This is an optimization exercise on Yosys and OpenROAD, whose aim is small area, not a production implementation. In this exercise RTL edits were held to simulation tests only and were not proved equivalent to the original. Power and IR drop assume default switching activity. The clock port is modelled as an ideal driver; clocking choices that lean on that would not hold on a real chip.

build 21:
==> flow/design.v (excerpt) <==
module morphPipeline (
    input  logic        PCLK,
    input  logic        reset_i,
    input  logic [7:0]  luma_i,
    input  logic [7:0]  threshold_i,
    input  logic [1:0]  mode_i,
    output logic [11:0] hCnt_o,
    output logic [10:0] vCnt_o,
    output logic        pixel_o,
    output logic [11:0] outHCnt_o,
    output logic [10:0] outVCnt_o,
    output logic        outValid_o
);
    logic [morphPkg::H_W-1:0] h;
    logic [morphPkg::V_W-1:0] v;
    logic       frameStart;
    logic       active;
    logic       bin;
    logic [1:0] modeLatch;
    logic [1:0] modeUse;
    logic       hEdge1, vEdge1, hEdge2, vEdge2;
    logic       s2;
    logic [2:0] outPipe;
    videoTiming timing (
        .PCLK    (PCLK),
        .reset_i (reset_i),
        .h_o     (h),
        .v_o     (v)
    );
    assign hCnt_o = {3'b000, h};
    assign vCnt_o = {3'b000, v};
    assign active     = ~(h[8] & h[6]) & ~(&v[7:4]);
    assign frameStart = (h == '0) && (v == '0);
    assign modeUse = frameStart ? mode_i : modeLatch;
    always_ff @(posedge PCLK) begin
        modeLatch <= modeUse;
    end
    binarizer binarize (
        .PCLK         (PCLK),
        .reset_i      (reset_i),
        .frameStart_i (frameStart),
        .active_i     (active),
        .luma_i       (luma_i),
        .threshold_i  (threshold_i),
  ...
export LEC_CHECK = 0
export ABC_AREA = 1
export CAP_MARGIN = 20
export CORE_MARGIN = 2
export CORE_UTILIZATION = 65
export CTS_BUF_LIST = sky130_fd_sc_hd__clkbuf_8
export CTS_CLUSTER_DIAMETER = 60
export CTS_CLUSTER_SIZE = 20
export PLACE_DENSITY = 0.75
export SLEW_MARGIN = 20
create_clock -name core_clock -period 10.0 [get_ports {PCLK}]
standard.sh (not shown) runs the stock make flow with config.mk's settings and CLKGATE_MAP_FILE= SYNTH_SCRIPT=/design/flow/synth_recipe.tcl, a recipe that flattens the netlist after the stock synthesis.
==> flow/flow/run.sh <==
#!/bin/bash
# Own layout flow:
#  1. the standard synthesis, unchanged (bash standard.sh synth);
#  2. its combinational cells re-mapped by Yosys/ABC for area, with every
#     flip-flop kept as it is (same instance, name and cell type); the
#     result must prove equivalent to the standard netlist, else the
#     standard netlist is kept;
#  3. the rest of the standard layout (bash standard.sh), with the
#     port buffers that placement inserts made of the smallest buffer.
# Each tool writes its full output to a log file in this folder.
set -euo pipefail
HERE=$(pwd)
R=$HERE/orfs/results/$FLOW_PLATFORM/morphPipeline/base
LIB=$FLOW_HOME/platforms/$FLOW_PLATFORM/lib/sky130_fd_sc_hd__tt_025C_1v80.lib
YOSYS=$FLOW_HOME/../tools/install/yosys/bin/yosys
[[ -x $YOSYS ]] || YOSYS=$(command -v yosys)
export BUFFER_PORTS_ARGS="-buffer_cell sky130_fd_sc_hd__buf_1"

bash standard.sh synth > flow_1_standard_synth.log 2>&1
cp "$R/1_2_yosys.v" std_1_2_yosys.v

# The platform's don't-use cells, as its config.mk lists them
printf 'include %s\nprint:\n\t@echo $(DONT_USE_CELLS)\n' "$FLOW_HOME/platforms/$FLOW_PLATFORM/config.mk" > dont_use.mk
DONTUSE=$(make -s -f dont_use.mk print 2> flow_0_dont_use.log | tr ' ' '\n' | grep . | sed 's/^/-dont_use /' | tr '\n' ' ')
echo "$DONTUSE" > dont_use.txt
[[ -n $DONTUSE ]]

sed -e "s#@LIB@#$LIB#g" -e "s#@IN@#$HERE/std_1_2_yosys.v#g" -e "s#@OUT@#$HERE/remap_1_2_yosys.v#g" \
    -e "s#@TMP@#$HERE/remap_flat.v#g" -e "s#@DONTUSE@#$DONTUSE#g" flow/remap.ys > remap.ys
sed -e "s#@LIB@#$LIB#g" -e "s#@A@#$HERE/std_1_2_yosys.v#g" -e "s#@B@#$HERE/remap_1_2_yosys.v#g" \
    flow/equiv.ys > equiv.ys

if "$YOSYS" -l flow_2_remap.log -q -s remap.ys > /dev/null 2>&1 &&
   "$YOSYS" -l flow_3_equiv.log -q -s equiv.ys > /dev/null 2>&1; then
  echo "remapped netlist proved equivalent; using it" > flow_remap_decision.log
  cp remap_1_2_yosys.v "$R/1_2_yosys.v"
  touch "$R/1_2_yosys.v"
else
  echo "remap failed or not proved equivalent; keeping the standard netlist" > flow_remap_decision.log
fi

bash standard.sh > flow_4_standard_layout.log 2>&1
==> flow/flow/remap.ys <==
# Re-map the combinational cells of the standard synthesis for area.
# Flip-flops and tie cells stay black boxes, so they keep their instances.
read_liberty -ignore_miss_func @LIB@
blackbox sky130_fd_sc_hd__dfxtp_1
blackbox sky130_fd_sc_hd__edfxtp_1
blackbox sky130_fd_sc_hd__conb_1
read_verilog @IN@
hierarchy -top morphPipeline
flatten
opt -purge
rename -hide w:* x:* %d
opt_clean -purge
write_verilog -noattr @TMP@
design -reset
read_liberty -lib @LIB@
read_verilog @TMP@
hierarchy -top morphPipeline
proc
opt
techmap
opt -purge
abc -liberty @LIB@ @DONTUSE@
opt_clean -purge
splitnets
opt_clean -purge
hilomap -singleton -hicell sky130_fd_sc_hd__conb_1 HI -locell sky130_fd_sc_hd__conb_1 LO
insbuf -buf sky130_fd_sc_hd__buf_4 A X
check -assert -mapped
write_verilog -noattr -nohex -nodec @OUT@
Other scripts of this flow, unchanged in this note and not shown: flow/flow/equiv.ys
No stage failed in build 21, and the final checks on the layout all came back clean.
Inputs modified between build 21 and build 12:
diff --git a/flow/flow/run.sh b/flow/flow/run.sh
--- a/flow/flow/run.sh
+++ b/flow/flow/run.sh
@@ -20,12 +20,6 @@
 cp "$R/1_2_yosys.v" std_1_2_yosys.v
 
-# The platform's don't-use cells, as its config.mk lists them
-printf 'include %s\nprint:\n\t@echo $(DONT_USE_CELLS)\n' "$FLOW_HOME/platforms/$FLOW_PLATFORM/config.mk" > dont_use.mk
-DONTUSE=$(make -s -f dont_use.mk print 2> flow_0_dont_use.log | tr ' ' '\n' | grep . | sed 's/^/-dont_use /' | tr '\n' ' ')
-echo "$DONTUSE" > dont_use.txt
-[[ -n $DONTUSE ]]
-
 sed -e "s#@LIB@#$LIB#g" -e "s#@IN@#$HERE/std_1_2_yosys.v#g" -e "s#@OUT@#$HERE/remap_1_2_yosys.v#g" \
-    -e "s#@TMP@#$HERE/remap_flat.v#g" -e "s#@DONTUSE@#$DONTUSE#g" flow/remap.ys > remap.ys
+    -e "s#@TMP@#$HERE/remap_flat.v#g" -e "s#@DONTUSE@#$(cat flow/dont_use.txt)#g" flow/remap.ys > remap.ys
 sed -e "s#@LIB@#$LIB#g" -e "s#@A@#$HERE/std_1_2_yosys.v#g" -e "s#@B@#$HERE/remap_1_2_yosys.v#g" \
     flow/equiv.ys > equiv.ys
==> flow/flow/dont_use.txt (new file) <==
-dont_use sky130_fd_sc_hd__probe_p_8 -dont_use sky130_fd_sc_hd__probec_p_8 -dont_use sky130_fd_sc_hd__lpflow_bleeder_1 -dont_use sky130_fd_sc_hd__lpflow_clkbufkapwr_1 -dont_use sky130_fd_sc_hd__lpflow_clkbufkapwr_16 -dont_use sky130_fd_sc_hd__lpflow_clkbufkapwr_2 -dont_use sky130_fd_sc_hd__lpflow_clkbufkapwr_4 -dont_use sky130_fd_sc_hd__lpflow_clkbufkapwr_8 -dont_use sky130_fd_sc_hd__lpflow_clkinvkapwr_1 -dont_use sky130_fd_sc_hd__lpflow_clkinvkapwr_16 -dont_use sky130_fd_sc_hd__lpflow_clkinvkapwr_2 -dont_use sky130_fd_sc_hd__lpflow_clkinvkapwr_4 -dont_use sky130_fd_sc_hd__lpflow_clkinvkapwr_8 -dont_use sky130_fd_sc_hd__lpflow_decapkapwr_12 -dont_use sky130_fd_sc_hd__lpflow_decapkapwr_3 -dont_use sky130_fd_sc_hd__lpflow_decapkapwr_4 -dont_use sky130_fd_sc_hd__lpflow_decapkapwr_6 -dont_use sky130_fd_sc_hd__lpflow_decapkapwr_8 -dont_use sky130_fd_sc_hd__lpflow_inputiso0n_1 -dont_use sky130_fd_sc_hd__lpflow_inputiso0p_1 -dont_use sky130_fd_sc_hd__lpflow_inputiso1n_1 -dont_use sky130_fd_sc_hd__lpflow_inputiso1p_1 -dont_use sky130_fd_sc_hd__lpflow_inputisolatch_1 -dont_use sky130_fd_sc_hd__lpflow_isobufsrc_1 -dont_use sky130_fd_sc_hd__lpflow_isobufsrc_16 -dont_use sky130_fd_sc_hd__lpflow_isobufsrc_2 -dont_use sky130_fd_sc_hd__lpflow_isobufsrc_4 -dont_use sky130_fd_sc_hd__lpflow_isobufsrc_8 -dont_use sky130_fd_sc_hd__lpflow_isobufsrckapwr_16 -dont_use sky130_fd_sc_hd__lpflow_lsbuf_lh_hl_isowell_tap_1 -dont_use sky130_fd_sc_hd__lpflow_lsbuf_lh_hl_isowell_tap_2 -dont_use sky130_fd_sc_hd__lpflow_lsbuf_lh_hl_isowell_tap_4 -dont_use sky130_fd_sc_hd__lpflow_lsbuf_lh_isowell_4 -dont_use sky130_fd_sc_hd__lpflow_lsbuf_lh_isowell_tap_1 -dont_use sky130_fd_sc_hd__lpflow_lsbuf_lh_isowell_tap_2 -dont_use sky130_fd_sc_hd__lpflow_lsbuf_lh_isowell_tap_4 
Findings:
Multi-input logic area: build 12 vs build 21 — no meaningful difference
Reported for build 12 and build 21, static leakage turned out identical to the last digit.
Wire length of the first global-routing pass: build 12 vs build 21 identical
From build 12 to build 21, DRC violation total after the first TritonRoute iteration did not move at all.
Edits applied to the flow inputs when going from build 12 to build 42:
Settings: CTS_CLUSTER_SIZE changed from 20 to 34; CTS_CLUSTER_DIAMETER changed from 60 to 80; CTS_BUF_LIST changed from sky130_fd_sc_hd__clkbuf_8 to sky130_fd_sc_hd__clkbuf_16.
## What came out
On build 42: data required time of the worst path is 0.02 ns lower than what build 12 gave.
Compared with build 12, build 42 shows total wire length after detailed routing that has gone up slightly.
Compared build 42 against build 12; portion of total power attributed to combinational logic within noise.
Build 42 -> build 12: total area of sequential cells delta 0, exact match
Comparing build 42 with build 12, the final core area utilization came out essentially unchanged.
The sequential share of layout area was comparable across build 12 and build 42.
~same signed area change from the synthesized netlist to the final layout in build 12 and build 42
The first-pass GRT wire length in build 42 was lower than what build 12 gave.
~same number of fill cells in the layout in build 12 and build 42
Inputs modified between build 42 and build 88:
Settings: a change of CTS_CLUSTER_SIZE from 34 to 32; a change of CTS_CLUSTER_DIAMETER from 80 to 60.
==> comparison <==
[compare] base=build 42 new=build 88: power attributed to combinational cells shows an increase of about 1%, data arrival time of the critical path decreased by 0.15 ns relative to the old numbers.
As of build 88, leakage dissipation had risen by a few percent compared to build 42.
On worst-case setup margin in the final layout, build 42 loses to build 88.
Build 42 → build 88: global-route wire length before repair +about 4.3%; power +5.3%.
#### Input delta (build 2 over build 88)
Settings: a change of CTS_CLUSTER_SIZE from 32 to 28; a change of CTS_BUF_LIST from sky130_fd_sc_hd__clkbuf_16 to sky130_fd_sc_hd__clkbuf_8 sky130_fd_sc_hd__clkbuf_16; a change of CTS_CLUSTER_DIAMETER from 60 to 70.
Comparing build 88 and build 2, the higher maximum frequency is on build 88. Going from build 88 to build 2, detailed-route wire length per cell has increased; sequential cell area share has increased.
Input-level comparison between build 94 and build 2:
Settings: CTS_CLUSTER_DIAMETER: 70 -> 60; CORE_UTILIZATION: 65 -> 75; CTS_CLUSTER_SIZE: 28 -> 20; CTS_BUF_LIST: sky130_fd_sc_hd__clkbuf_8 sky130_fd_sc_hd__clkbuf_16 -> sky130_fd_sc_hd__clkbuf_8; PLACE_DENSITY: 0.75 -> 0.85.
Notes after the runs:
On via count, build 2 beats build 94.
Re setup slack: build 94 is 0.069 ns up on build 2.
Delta (build 94 minus build 2): post-layout instance area shrank by about 1.5%, count of placed standard cells in the final layout, fillers left out shrank by about 2.6%.

Setup of run a:
The RTL this note starts from:
==> flow/design.v <==
package morphPkg;
    localparam int HCNT_W = 12;
    localparam int VCNT_W = 11;
    localparam int H_W = 9;
    localparam int V_W = 8;
    localparam int LINE = 328;
endpackage
`timescale 1ns/1ps
module videoTiming (
    input  logic                     PCLK,
    input  logic                     reset_i,
    output logic [morphPkg::H_W-1:0] h_o,
    output logic [morphPkg::V_W-1:0] v_o
);
    logic hLast;
    logic vLast;
    assign hLast = h_o[8] & h_o[6] & h_o[2] & h_o[1] & h_o[0];
    assign vLast = v_o[7] & v_o[6] & v_o[5] & v_o[4] & v_o[0];
    always_ff @(posedge PCLK) begin
        if (reset_i) begin
            h_o <= '0;
            v_o <= '0;
        end else if (hLast) begin
            h_o <= '0;
            v_o <= (vLast) ? '0 : v_o + 1'b1;
        end else begin
            h_o <= h_o + 1'b1;
        end
    end
endmodule
`timescale 1ns/1ps
module binarizer (
    input  logic       PCLK,
    input  logic       reset_i,
    input  logic       frameStart_i,
    input  logic       active_i,
    input  logic [7:0] luma_i,
    input  logic [7:0] threshold_i,
    output logic       bit_o
);
    logic [7:0] thrLatch;
    logic [7:0] thrUse;
    assign thrUse = frameStart_i ? threshold_i : thrLatch;
    always_ff @(posedge PCLK) begin
        thrLatch <= thrUse;
    end
    assign bit_o = active_i & ~reset_i & (luma_i >= thrUse);
endmodule
`timescale 1ns/1ps
module morphWindow #(
    parameter int LEN = 328
) (
    input  logic           PCLK,
    input  logic           d_i,
    output logic [LEN-1:0] sr_o
);
    always_ff @(posedge PCLK) begin
        sr_o <= {sr_o[LEN-2:0], d_i};
    end
endmodule
`timescale 1ns/1ps
module morphStage (
    input  logic PCLK,
    input  logic isOpen_i,
    input  logic isClose_i,
    input  logic row0_i,       
    input  logic keepOpen_i,   
    input  logic keepClose_i,  
    input  logic bit_i,
    output logic s2_o
);
    localparam int L = morphPkg::LINE;
    logic [L:0]   laneA;
    logic [L-1:0] laneP;
    logic [L-1:0] laneQ;
    logic aO, p1, q1;    
    logic aH, p2, q2;    
    logic bH;            
    logic v1, v1a, v1b;
    logic s1;
    logic v2, v2a, v2b;
    logic pN, qN;
    morphWindow #(.LEN(L + 1)) lineA (.PCLK(PCLK), .d_i(bit_i), .sr_o(laneA));
    morphWindow #(.LEN(L))     lineP (.PCLK(PCLK), .d_i(pN),    .sr_o(laneP));
    morphWindow #(.LEN(L))     lineQ (.PCLK(PCLK), .d_i(qN),    .sr_o(laneQ));
    assign aO = laneA[L-1] & ~row0_i;
    assign p1 = laneP[L-2] & ~row0_i;
    assign q1 = laneQ[L-2] & ~row0_i;
    assign aH = laneA[L]   & ~row0_i;
    assign p2 = laneP[L-1] & ~row0_i;
    assign q2 = laneQ[L-1] & ~row0_i;
    assign bH = laneA[0];
    always_comb begin
        if (isOpen_i)       v1 = aO & (p1 | q1) & bit_i;
        else if (isClose_i) v1 = aO | (p1 & q1) | bit_i;
        else                v1 = aO;
    end
    always_ff @(posedge PCLK) begin
        v1a <= v1;
        v1b <= v1a;
    end
    always_comb begin
        if (isOpen_i)       s1 = v1b & v1a & v1;
        else if (isClose_i) s1 = v1b | v1a | v1;
        else                s1 = v1a;
    end
    always_comb begin
        if (isOpen_i) begin
            v2 = p2 | s1;
            pN = s1 | (p2 & q2);
            qN = pN ? s1 : (aH & bH);
        end else if (isClose_i) begin
            v2 = p2 & s1;
            pN = s1 & (p2 | q2);
            qN = pN ? (aH | bH) : s1;
        end else begin
            v2 = p2;
            pN = s1;
            qN = 1'b0;
        end
    end
    always_ff @(posedge PCLK) begin
        v2a <= v2;
        v2b <= v2a;
    end
    always_comb begin
        if (isOpen_i)       s2_o = (v2b | v2a | v2) & keepOpen_i;
        else if (isClose_i) s2_o = (v2b & v2a & v2) & keepClose_i;
        else                s2_o = v2a;
    end
endmodule
`timescale 1ns/1ps
module morphPipeline (
    input  logic        PCLK,
    input  logic        reset_i,
    input  logic [7:0]  luma_i,
    input  logic [7:0]  threshold_i,
    input  logic [1:0]  mode_i,
    output logic [11:0] hCnt_o,
    output logic [10:0] vCnt_o,
    output logic        pixel_o,
    output logic [11:0] outHCnt_o,
    output logic [10:0] outVCnt_o,
    output logic        outValid_o
);
    logic [morphPkg::H_W-1:0] h;
    logic [morphPkg::V_W-1:0] v;
    logic       frameStart;
    logic       active;
    logic       bin;
    logic [1:0] modeLatch;
    logic [1:0] modeUse;
    logic       hEdge1, vEdge1, hEdge2, vEdge2;
    logic       s2;
    logic [2:0] outPipe;
    videoTiming timing (
        .PCLK    (PCLK),
        .reset_i (reset_i),
        .h_o     (h),
        .v_o     (v)
    );
    assign hCnt_o = {3'b000, h};
    assign vCnt_o = {3'b000, v};
    assign active     = ~(h[8] & h[6]) & ~(&v[7:4]);
    assign frameStart = (h == '0) && (v == '0);
    assign modeUse = frameStart ? mode_i : modeLatch;
    always_ff @(posedge PCLK) begin
        modeLatch <= modeUse;
    end
    binarizer binarize (
        .PCLK         (PCLK),
        .reset_i      (reset_i),
        .frameStart_i (frameStart),
        .active_i     (active),
        .luma_i       (luma_i),
        .threshold_i  (threshold_i),
        .bit_o        (bin)
    );
    assign hEdge1 = (h == 9'd2) || (h == 9'd321);
    assign vEdge1 = (v == 8'd2) || (v == 8'd241);
    assign hEdge2 = hEdge1 || (h == 9'd3) || (h == 9'd320);
    assign vEdge2 = vEdge1 || (v == 8'd3) || (v == 8'd240);
    morphStage engine (
        .PCLK        (PCLK),
        .isOpen_i    (modeLatch == 2'd1),
        .isClose_i   (modeLatch == 2'd2),
        .row0_i      (v == '0),
        .keepOpen_i  (~hEdge1 & ~vEdge1),
        .keepClose_i (~hEdge2 & ~vEdge2),
        .bit_i       (bin),
        .s2_o        (s2)
    );
    always_ff @(posedge PCLK) begin
        outPipe <= {outPipe[1:0], s2};
    end
    assign outValid_o = (h >= 9'd5) && (h <= 9'd324) && (v >= 8'd2);
    assign pixel_o    = outPipe[2] & outValid_o;
    assign outHCnt_o  = {3'b000, h - 9'd5};
    assign outVCnt_o  = {3'b000, v - 8'd2};
endmodule
make LEC_CHECK=0 CAP_MARGIN=20 CORE_MARGIN=2 CORE_UTILIZATION=45 SLEW_MARGIN=20 finish   # period 10.0 ns
run.sh (not shown) runs the stock make flow with config.mk's settings and CLKGATE_MAP_FILE= SYNTH_SCRIPT=/design/flow/synth_recipe.tcl, a recipe that flattens the netlist after the stock synthesis.
Stock flow here: none of the scripts above is used.
Setup changes, run a to run b
- an added CTS_BUF_LIST of sky130_fd_sc_hd__clkbuf_4
- an added CTS_CLUSTER_DIAMETER of 40
- an added CTS_CLUSTER_SIZE of 10
- Power share of the combinational group: run b vs run a up 0.2 points
- Run b reports its critical-path cell with the highest stage delay as clkdlybuf4s50_1 while run a reports nor4_2.
- Run a → run b: buffer and inverter count on the worst path +2; remaining antenna violation count after routing ~0 delta; global-route wire length before repair -790 um; maximum clock frequency -9.8 MHz; shortest period the worst path allows +220 ps.
- The run with more routed wire is run a, not run b.

what the ideal ports hide:
Ports are ideal in the flow. The routed layouts listed here were re-timed in OpenROAD.
Step 1, drivers: a clkbuf_16 drives PCLK and a buf_2 each remaining input, both assumed.
Step 2 times the ports against the registers' clock, not the clock port: input delays grow and output delays shrink by t, the midpoint of the rising clock arrivals with the driver on.
a / b / c = no drivers / after step 1 / after step 2; a / b = the first two.
| run | shift t [ns] | setup slack, ns | worst setup path at the end | worst register clock-pin slew, ns | worst data-port slew with drivers (ns) |
|---|---|---|---|---|---|
| build 21 | 0.633 | 4.379 / 4.379 / 4.379 | register to register | 0.11 / 0.11 | 0.03 |
| build 12 | 0.633 | 4.379 / 4.379 / 4.379 | register to register | 0.11 / 0.11 | 0.03 |
| build 42 | 0.617 | 4.227 / 4.227 / 4.227 | register to register | 0.12 / 0.12 | 0.03 |
| build 88 | 0.577 | 4.333 / 4.333 / 4.333 | register to register | 0.12 / 0.12 | 0.03 |
| build 2 | 0.580 | 4.161 / 4.161 / 4.161 | register to register | 0.11 / 0.11 | 0.04 |
| build 94 | 0.637 | 4.231 / 4.231 / 3.889 | input to register | 0.12 / 0.12 | 0.05 |
| run a | 0.665 | 5.354 / 5.300 / 5.540 | input to register | 0.07 / 0.07 | 0.06 |
| run b | 0.856 | 5.133 / 5.087 / 5.486 | input to register | 0.10 / 0.10 | 0.06 |
After both steps setup and hold are still met in every run listed. The setup slack of build 94, which loses most, moves by 0.000 ns with the drivers and by -0.342 ns with both steps.
